Background: an optimization exercise with open tools, aiming at small area and a short achievable clock period. Do not read the settings as production practice. Only simulation tests tie the RTL to the original design; equivalence was not proved.

<file path="flow/run.sh">
#!/bin/bash
# synth_recipe.tcl (not shown) runs the flow's synth.tcl, then flattens the netlist and writes it again
# the make line also repeats each setting of config.mk as NAME=value (left out here)
make -C /OpenROAD-flow-scripts/flow DESIGN_CONFIG=/design/flow/config.mk WORK_HOME=/design/flow/orfs CLKGATE_MAP_FILE= SYNTH_SCRIPT=/design/flow/synth_recipe.tcl finish
</file>
<file path="flow/config.mk">
export PLATFORM = sky130hd
export DESIGN_NAME = datapath_top
export DESIGN_NICKNAME = datapath_top
export VERILOG_FILES = /design/flow/design.v
export SDC_FILE = /design/flow/constraint.sdc
export NUM_CORES = 4
export LEC_CHECK = 0
export CAP_MARGIN = 20
export CORE_MARGIN = 2
export CORE_UTILIZATION = 40
export SLEW_MARGIN = 20
</file>
<file path="flow/constraint.sdc">
create_clock -name core_clock -period 7.5 [get_ports {clk}]
set_input_delay 1.5000 -clock core_clock [delete_from_list [all_inputs] [get_ports {clk}]]
set_output_delay 1.5000 -clock core_clock [all_outputs]
set_load 0.01 [all_outputs]
</file>
<file path="flow/design.v">
package mips_pkg;
	localparam int word_width = 32;
	localparam int reg_addr_width = 5;
	typedef logic [word_width-1:0] word_t;
	typedef logic [reg_addr_width-1:0] reg_addr_t;
	localparam logic [5:0] op_rtype = 6'b000000;
	localparam logic [5:0] op_lw    = 6'b100011;
	localparam logic [5:0] op_sw    = 6'b101011;
	localparam logic [5:0] op_beq   = 6'b000100;
	localparam logic [5:0] fn_add = 6'b100000;
	localparam logic [5:0] fn_sub = 6'b100010;
	localparam logic [5:0] fn_and = 6'b100100;
	localparam logic [5:0] fn_or  = 6'b100101;
	localparam logic [5:0] fn_slt = 6'b101010;
	typedef struct packed {
		logic alu_src;    
		logic alu_sub;    
		logic alu_and;
		logic alu_or;
		logic alu_slt;
		logic mem_read;
		logic mem_write;
		logic branch;
	} ctrl_t;
endpackage
`timescale 1ns/1ps
module register_file (
	input  logic                clk,
	input  logic                reset_n,
	input  mips_pkg::reg_addr_t rs_addr,
	input  mips_pkg::reg_addr_t rt_addr,
	output mips_pkg::word_t     rs_data,
	output mips_pkg::word_t     rt_data,
	input  mips_pkg::reg_addr_t wb_addr,    
	input  mips_pkg::word_t     wb_data
);
	logic [31:1][31:0] regs;
	mips_pkg::word_t wdata;
	assign wdata = reset_n ? wb_data : '0;
	always_ff @(posedge clk) begin
		for (int i = 1; i < 32; i++) begin
			if (!reset_n || (wb_addr == i[4:0])) begin
				regs[i] <= wdata;
			end
		end
	end
	always_comb begin
		rs_data = '0;
		rt_data = '0;
		for (int i = 1; i < 32; i++) begin
			rs_data = rs_data | ({32{rs_addr == i[4:0]}} & regs[i]);
			rt_data = rt_data | ({32{rt_addr == i[4:0]}} & regs[i]);
		end
	end
endmodule
`timescale 1ns/1ps
module decode_stage (
	input  logic                clk,
	input  logic                reset_n,
	input  mips_pkg::word_t     instr,
	input  mips_pkg::word_t     pc_plus4,
	output mips_pkg::ctrl_t     id_ctrl,
	output mips_pkg::reg_addr_t id_rs,
	output mips_pkg::reg_addr_t id_rt,
	output mips_pkg::reg_addr_t id_wb_addr,
	output logic [15:0]         id_imm,
	output mips_pkg::word_t     id_pc,
	output logic                id_byp_rs,
	output logic                id_byp_rt
);
	logic [5:0] opcode;
	logic [5:0] funct;
	logic fn_ok;
	logic is_r, is_lw, is_sw, is_beq;
	mips_pkg::ctrl_t ctrl;
	mips_pkg::reg_addr_t wb_addr;
	assign opcode = instr[31:26];
	assign funct = instr[5:0];
	assign fn_ok = (funct == mips_pkg::fn_add) || (funct == mips_pkg::fn_sub) ||
		(funct == mips_pkg::fn_and) || (funct == mips_pkg::fn_or) ||
		(funct == mips_pkg::fn_slt);
	assign is_r = (opcode == mips_pkg::op_rtype) && fn_ok;
	assign is_lw = (opcode == mips_pkg::op_lw);
	assign is_sw = (opcode == mips_pkg::op_sw);
	assign is_beq = (opcode == mips_pkg::op_beq);
	always_comb begin
		ctrl = '0;
		ctrl.alu_src = is_lw | is_sw;
		ctrl.alu_sub = is_beq | (is_r & ((funct == mips_pkg::fn_sub) || (funct == mips_pkg::fn_slt)));
		ctrl.alu_and = is_r & (funct == mips_pkg::fn_and);
		ctrl.alu_or = is_r & (funct == mips_pkg::fn_or);
		ctrl.alu_slt = is_r & (funct == mips_pkg::fn_slt);
		ctrl.mem_read = is_lw;
		ctrl.mem_write = is_sw;
		ctrl.branch = is_beq;
	end
	assign wb_addr = is_r ? instr[15:11] : (is_lw ? instr[20:16] : 5'd0);
	always_ff @(posedge clk) begin
		if (!reset_n) begin
			id_ctrl <= '0;
			id_rs <= '0;
			id_rt <= '0;
			id_wb_addr <= '0;
			id_imm <= '0;
			id_pc <= '0;
			id_byp_rs <= 1'b0;
			id_byp_rt <= 1'b0;
		end else begin
			id_ctrl <= ctrl;
			id_rs <= instr[25:21];
			id_rt <= instr[20:16];
			id_wb_addr <= wb_addr;
			id_imm <= instr[15:0];
			id_pc <= pc_plus4;
			id_byp_rs <= (id_wb_addr != 5'd0) && (id_wb_addr == instr[25:21]);
			id_byp_rt <= (id_wb_addr != 5'd0) && (id_wb_addr == instr[20:16]);
		end
	end
endmodule
`timescale 1ns/1ps
module id_ex (
	input  logic                clk,
	input  logic                reset_n,
	input  mips_pkg::word_t     result_d,
	input  mips_pkg::word_t     rt_val_d,
	input  mips_pkg::word_t     target_d,
	input  logic                mem_read_d,
	input  logic                mem_write_d,
	input  logic                taken_d,
	input  mips_pkg::reg_addr_t wb_addr_d,
	output mips_pkg::word_t     result_q,
	output mips_pkg::word_t     rt_val_q,
	output mips_pkg::word_t     target_q,
	output logic                mem_read_q,
	output logic                mem_write_q,
	output logic                taken_q,
	output mips_pkg::reg_addr_t wb_addr_q
);
	always_ff @(posedge clk) begin
		if (!reset_n) begin
			result_q <= '0;
			rt_val_q <= '0;
			target_q <= '0;
			mem_read_q <= 1'b0;
			mem_write_q <= 1'b0;
			taken_q <= 1'b0;
			wb_addr_q <= '0;
		end else begin
			result_q <= result_d;
			rt_val_q <= rt_val_d;
			target_q <= target_d;
			mem_read_q <= mem_read_d;
			mem_write_q <= mem_write_d;
			taken_q <= taken_d;
			wb_addr_q <= wb_addr_d;
		end
	end
endmodule
`timescale 1ns/1ps
module execute_stage (
	input  mips_pkg::ctrl_t ctrl,
	input  mips_pkg::word_t a,
	input  mips_pkg::word_t rt_val,
	input  logic [15:0]     imm,
	input  mips_pkg::word_t pc,
	output mips_pkg::word_t result,
	output logic            branch_taken,
	output mips_pkg::word_t branch_target
);
	mips_pkg::word_t ext;
	mips_pkg::word_t b;
	mips_pkg::word_t sum;
	logic slt;
	assign ext = {{16{imm[15]}}, imm};
	assign b = ctrl.alu_src ? ext : rt_val;
	assign sum = a + (b ^ {32{ctrl.alu_sub}}) + {31'd0, ctrl.alu_sub};
	assign slt = (a[31] ^ b[31]) ? a[31] : sum[31];
	always_comb begin
		if (ctrl.alu_and) result = a & b;
		else if (ctrl.alu_or) result = a | b;
		else if (ctrl.alu_slt) result = {31'd0, slt};
		else result = sum;
	end
	assign branch_taken = ctrl.branch & (a == rt_val);
	assign branch_target = pc + {ext[29:0], 2'b00};
endmodule
`timescale 1ns/1ps
module datapath_top (
	input  logic            clk,
	input  logic            reset_n,
	input  mips_pkg::word_t instr,
	input  mips_pkg::word_t pc_plus4,
	input  mips_pkg::word_t load_data,
	output mips_pkg::word_t alu_result,
	output mips_pkg::word_t mem_addr,
	output mips_pkg::word_t mem_wdata,
	output logic            mem_read,
	output logic            mem_write,
	output logic            branch_taken,
	output mips_pkg::word_t branch_target
);
	mips_pkg::ctrl_t id_ctrl;
	mips_pkg::reg_addr_t id_rs;
	mips_pkg::reg_addr_t id_rt;
	mips_pkg::reg_addr_t id_wb_addr;
	logic [15:0] id_imm;
	mips_pkg::word_t id_pc;
	logic id_byp_rs;
	logic id_byp_rt;
	mips_pkg::word_t rf_rs;
	mips_pkg::word_t rf_rt;
	mips_pkg::word_t wb_data;
	mips_pkg::word_t op_a;
	mips_pkg::word_t op_rt;
	mips_pkg::word_t result_d;
	mips_pkg::word_t target_d;
	logic taken_d;
	mips_pkg::word_t ex_result;
	mips_pkg::reg_addr_t ex_wb_addr;
	decode_stage u_decode_stage (
		.clk        (clk),
		.reset_n    (reset_n),
		.instr      (instr),
		.pc_plus4   (pc_plus4),
		.id_ctrl    (id_ctrl),
		.id_rs      (id_rs),
		.id_rt      (id_rt),
		.id_wb_addr (id_wb_addr),
		.id_imm     (id_imm),
		.id_pc      (id_pc),
		.id_byp_rs  (id_byp_rs),
		.id_byp_rt  (id_byp_rt)
	);
	register_file u_register_file (
		.clk     (clk),
		.reset_n (reset_n),
		.rs_addr (id_rs),
		.rt_addr (id_rt),
		.rs_data (rf_rs),
		.rt_data (rf_rt),
		.wb_addr (ex_wb_addr),
		.wb_data (wb_data)
	);
	assign wb_data = mem_read ? load_data : ex_result;
	assign op_a = id_byp_rs ? wb_data : rf_rs;
	assign op_rt = id_byp_rt ? wb_data : rf_rt;
	execute_stage u_execute_stage (
		.ctrl          (id_ctrl),
		.a             (op_a),
		.rt_val        (op_rt),
		.imm           (id_imm),
		.pc            (id_pc),
		.result        (result_d),
		.branch_taken  (taken_d),
		.branch_target (target_d)
	);
	id_ex u_id_ex (
		.clk         (clk),
		.reset_n     (reset_n),
		.result_d    (result_d),
		.rt_val_d    (op_rt),
		.target_d    (target_d),
		.mem_read_d  (id_ctrl.mem_read),
		.mem_write_d (id_ctrl.mem_write),
		.taken_d     (taken_d),
		.wb_addr_d   (id_wb_addr),
		.result_q    (ex_result),
		.rt_val_q    (mem_wdata),
		.target_q    (branch_target),
		.mem_read_q  (mem_read),
		.mem_write_q (mem_write),
		.taken_q     (branch_taken),
		.wb_addr_q   (ex_wb_addr)
	);
	assign alu_result = ex_result;
	assign mem_addr = ex_result;
endmodule
</file>
==> results.txt <==
[stage by stage]
stage | cells | hold slack [ns]
2_1_floorplan | 3970 | 0.412
3_3_place_gp | 5867 | 0.420
3_5_place_dp | 5867 | 0.421
4_1_cts | 6089 | 0.436
5_1_grt | 6090 | 0.459
6_report | 6094 | 0.436
[worst paths after layout]
check / to / slack (ns) / cells past startpoint
setup / recovery: u_id_ex.result_q[30]$_SDFF_PN0_ / 0.61 / 24
hold reg to reg: u_id_ex.mem_read_q$_SDFF_PN0_ / 0.44 / 1
hold / removal: u_id_ex.mem_read_q$_SDFF_PN0_ / 0.44 / 1
setup reg to reg: u_id_ex.result_q[30]$_SDFF_PN0_ / 0.61 / 24
[layer usage]
layer / vias up / GRT usage [%]
li1: 16700 / -
met1: 21500 / 46.0
met2: 5071 / 51.3
met3: 1534 / 16.9
met4: 9 / 24.1
met5: - / 1.05
[worst max-delay path, cell delays in order, from the launching register on]
cell and delay (ns):
dfxtp_1 0.53, or2_1 0.73, nor2_4 0.35, buf_4 0.34
a22o_1 0.21, a221oi_1 0.23, nand3_1 0.12, nor4_1 0.88
buf_4 0.24, a21oi_1 0.09, mux2i_1 0.32, xnor2_1 0.11
ha_1 0.43, nand2_1 0.09, a211oi_1 0.22, o21ai_0 0.21
a21oi_1 0.32, a21oi_1 0.18, a21oi_1 0.30, nand4_1 0.17
nand4_1 0.11, a31oi_1 0.12, a21oi_1 0.20, xnor2_1 0.10
a22o_1 0.18
[logic make-up (layout without fill, tap and decap cells)]
group	after synthesis	count (layout)	share of synthesized area (%)
adders and majority gates	63	63	1.55
other	0	4	0
DFF	1169	1169	64.1
buffers and inverters	374	752	3.04
muxes	57	57	1.10
and+or+nand+nor	814	814	8.43
xor gates and xnor gates	119	119	2.01
AOI/OAI and AO/OA	1374	1374	19.7
[cell usage in the layout, fill, tap and decap left out, drive strengths merged, types with 11 or more instances in the layout]
master	count
clkdlybuf4s50	227
o21bai	11
a221oi	249
nor4	40
nand3b	14
nor3b	13
o21a	11
a22oi	447
bufinv	15
buf	230
dfxtp	177
xor2	48
ha	61
nor3	70
a21oi	218
nand3	126
a21o	25
nand2	58
clkbuf	140
inv	80
nand2b	16
xnor2	71
mux2i	55
and2	104
edfxtp	992
o21ai	105
nor2	192
nand4	126
clkinv	52
a22o	243
[area by class of cell]
cell class,instances,area [sq um],area share (%)
Clock buffer,140,3080,4.98
Clock inverter,82,902,1.46
Timing Repair Buffer,457,4190,6.77
Inverter,73,275,0.445
Sequential cell,1169,33300,53.9
Multi-Input combinational cell,2427,17900,28.9
Antenna cell,4,10.0,0.0162
Tap cell,1742,2180,3.52
[power by group through the flow]
stage	Clock (mW)	Combinational [mW]	Sequential, mW
after floorplan	0	1.22	8.48
after global placement	0	2.44	8.68
after detailed placement	0	2.44	8.67
after CTS	6.17	2.45	8.54
after global routing	6.41	2.63	8.62
final	6.18	2.56	8.59
[registers in the layout, indices dropped and copies added (netlist names), 5 cells and up]
| name | count |
|---|---|
| u_id_ex.target_q | 32 |
| u_decode_stage.id_pc | 32 |
| u_id_ex.rt_val_q | 32 |
| u_decode_stage.id_imm | 16 |
| u_id_ex.wb_addr_q | 5 |
| u_decode_stage.id_rt | 5 |
| u_id_ex.result_q | 32 |
| u_decode_stage.id_ctrl | 8 |
| u_decode_stage.id_rs | 5 |
| u_register_file.regs | 992 |
| u_decode_stage.id_wb_addr | 5 |
[Yosys cell counts (4+ instances only)]
| cell type | count | area (sq um) |
|---|---|---|
| or3_1 | 6 | 37.5 |
| xor2_1 | 48 | 420 |
| nor2b_1 | 10 | 62.6 |
| a222oi_1 | 4 | 40.0 |
| nand4_1 | 126 | 788 |
| o21a_1 | 11 | 82.6 |
| a21oi_1 | 217 | 1090 |
| o21bai_1 | 11 | 82.6 |
| nand3_1 | 126 | 631 |
| ha_1 | 61 | 763 |
| buf_1 | 64 | 240 |
| edfxtp_1 | 992 | 29800 |
| a211oi_1 | 7 | 52.6 |
| or2_2 | 4 | 25.0 |
| nand2_1 | 58 | 218 |
| a221oi_1 | 247 | 2160 |
| buf_4 | 37 | 278 |
| buf_2 | 18 | 90.1 |
| nand3b_1 | 13 | 97.6 |
| a31oi_1 | 8 | 50.1 |
| dfxtp_1 | 177 | 3540 |
| and4_1 | 4 | 35.0 |
| a22o_1 | 243 | 2130 |
| mux2i_1 | 55 | 551 |
| nor3_1 | 69 | 345 |
| a21o_1 | 25 | 188 |
| o211a_1 | 6 | 60.1 |
| or3b_2 | 5 | 43.8 |
| a22oi_1 | 447 | 3360 |
| o21ai_1 | 4 | 20.0 |
| and3_1 | 10 | 62.6 |
| o31ai_1 | 5 | 37.5 |
| xnor2_1 | 71 | 622 |
| nor3b_1 | 13 | 97.6 |
| nand2b_1 | 14 | 87.6 |
| nor4_1 | 39 | 244 |
| nor2_1 | 188 | 706 |
| o21ai_0 | 101 | 505 |
| and2_1 | 104 | 651 |
| inv_1 | 72 | 270 |
| o211ai_1 | 5 | 37.5 |
| clkbuf_1 | 180 | 676 |
==> impl_metrics.yaml <==
outcome:
  outcome: "finished clean"
worst_hold_path:
  min-delay-start: "u_decode_stage.id_ctrl[2]$_SDFF_PN0_"
  hold_class: "register to register"
sta:
  worst_pin_slew_ns: 1.35
  clock.fmax_mhz: 145
  maxSlewHeadroom_pct: 9.59
  setup_viol: 0
  fin_ws_ns: 0.613
  post-route-period-util_pct: 91.8
  fin_setup_tns_ns: 0
  grt_setup_unrepaired: "no"
  finClkSkew_ns: 0.0433
  slew_viol_final: 0
  final.min_clock_period_ns: 6.89
  hold_viol: 0
die:
  start_util_pct: 40.2
  row_count: 132
  die_w_um: 364
  io_pins: 229
  core_area_sq_um: 129000
  dieArea_sq_um: 133000
  die_y_um: 364
power_and_ir_drop:
  switchingPower_mw: 4.97
  vdd_drop_max_v: 0.000220
  power_leakage_nw: 21.7
  p_clk_share_pct: 35.7
  combPwrFrac_pct: 14.8
  p_int_mw: 12.4
  power_switching_share_pct: 28.7
  pwr_density_cell_nw_per_um2: 280
  power_frac_seq_pct: 49.6
  power_mw: 17.3
synthesis:
  async_flop_share_pct: 0
  synthCells: 3970
  synth_flop_cell: "edfxtp_1"
  synth.avg_cell_area_sq_um: 13.1
  yosys_warnings: 4
  synth_cell_types: 88
  ys_ff_latch: 1169
  synth_edf_count: 992
  syn_nets: 4131
  ys_seq_area_share_pct: 64.1
  syn_area_sq_um: 52000
clock_network:
  clk_path_buf_depth: 3
  clk_pin_slew_ns: 0.07
  cts_tree: "done"
  cts_resized: 0
  ctsHoldBuffers: 0
  clk_latency_ns: 0.81
  cts_setup_buffers: 0
  htreeDepth: 3
  clock-sinks: 1169
  cts_buffers: 118
  clockRootBuffer: "clkbuf_16"
detailed_routing:
  wl_met3_um: 44300
  wl_met2_um: 100000
  vias: 44800
  drt_iter0_drc: 11000
  routed_wl_um: 254000
  wire_per_inst_um: 41.6
  m1WireLength_um: 85900
  dr.pass1.iters: 13
  ant_nets: 0
  highest_layer: "met5"
  via_per_inst: 7.35
  drc: 0
cells_and_area:
  n_fill_cell: 11400
  final_nets: 4407
  drive_gt1_share_pct: 12.5
  design_area_sq_um: 61800
  postLayoutCoreUtil_pct: 47.9
  area_delta_synth_final_pct: 19.0
setup_path:
  critPathMaxFanout: 13
  startpoint: "u_decode_stage.id_rt[0]$_SDFF_PN0_"
  critPathArrivalTime_ns: 7.58
  crit_type: "register to register"
  end_kind: "register"
  cp.required_ns: 8.20
  start_kind: "register"
  regToRegStartpoint: "u_decode_stage.id_rt[0]$_SDFF_PN0_"
global_route:
  grt_max_degree: 69
  grt_pass1_wl_um: 338000
  grt_overflow_total: 0
  grt_usage_pct: 37.0
  grt_pass1_vias: 41400
  antenna_found_initial: 3
placement:
  dpl_cell_area_sq_um: 57800
  dp_hpwl_um: 150000
  place_ws_ns: 0.981
  gp_congestion: 1.00
  portBuffers: 228
job:
  max-cap-violations: 0

re-timing with driven ports:
In the flow no input, the clock included, has a driving cell. The finished layout below was timed again as built, in two steps.
Step 1: set_driving_cell puts a clkbuf_16 on clk and a buf_2 on each other input, an assumption about the parent block.
Step 2, shift: input delay + t, output delay - t, t = (earliest + latest rising clock arrival at the registers) / 2. This alone moves slack from input paths to output paths.
Slacks: ideal ports / drivers / drivers and shift; pairs: ideal ports / drivers.
shift t [ns]: 0.869
slack for setup (ns): 0.613 / 0.613 / 0.613
worst slew at a driven data input, ns: 0.07
After both steps setup and hold are still met in this run. For this run, drivers alone change the setup slack by 0.000 ns; drivers and shift together by 0.000 ns.
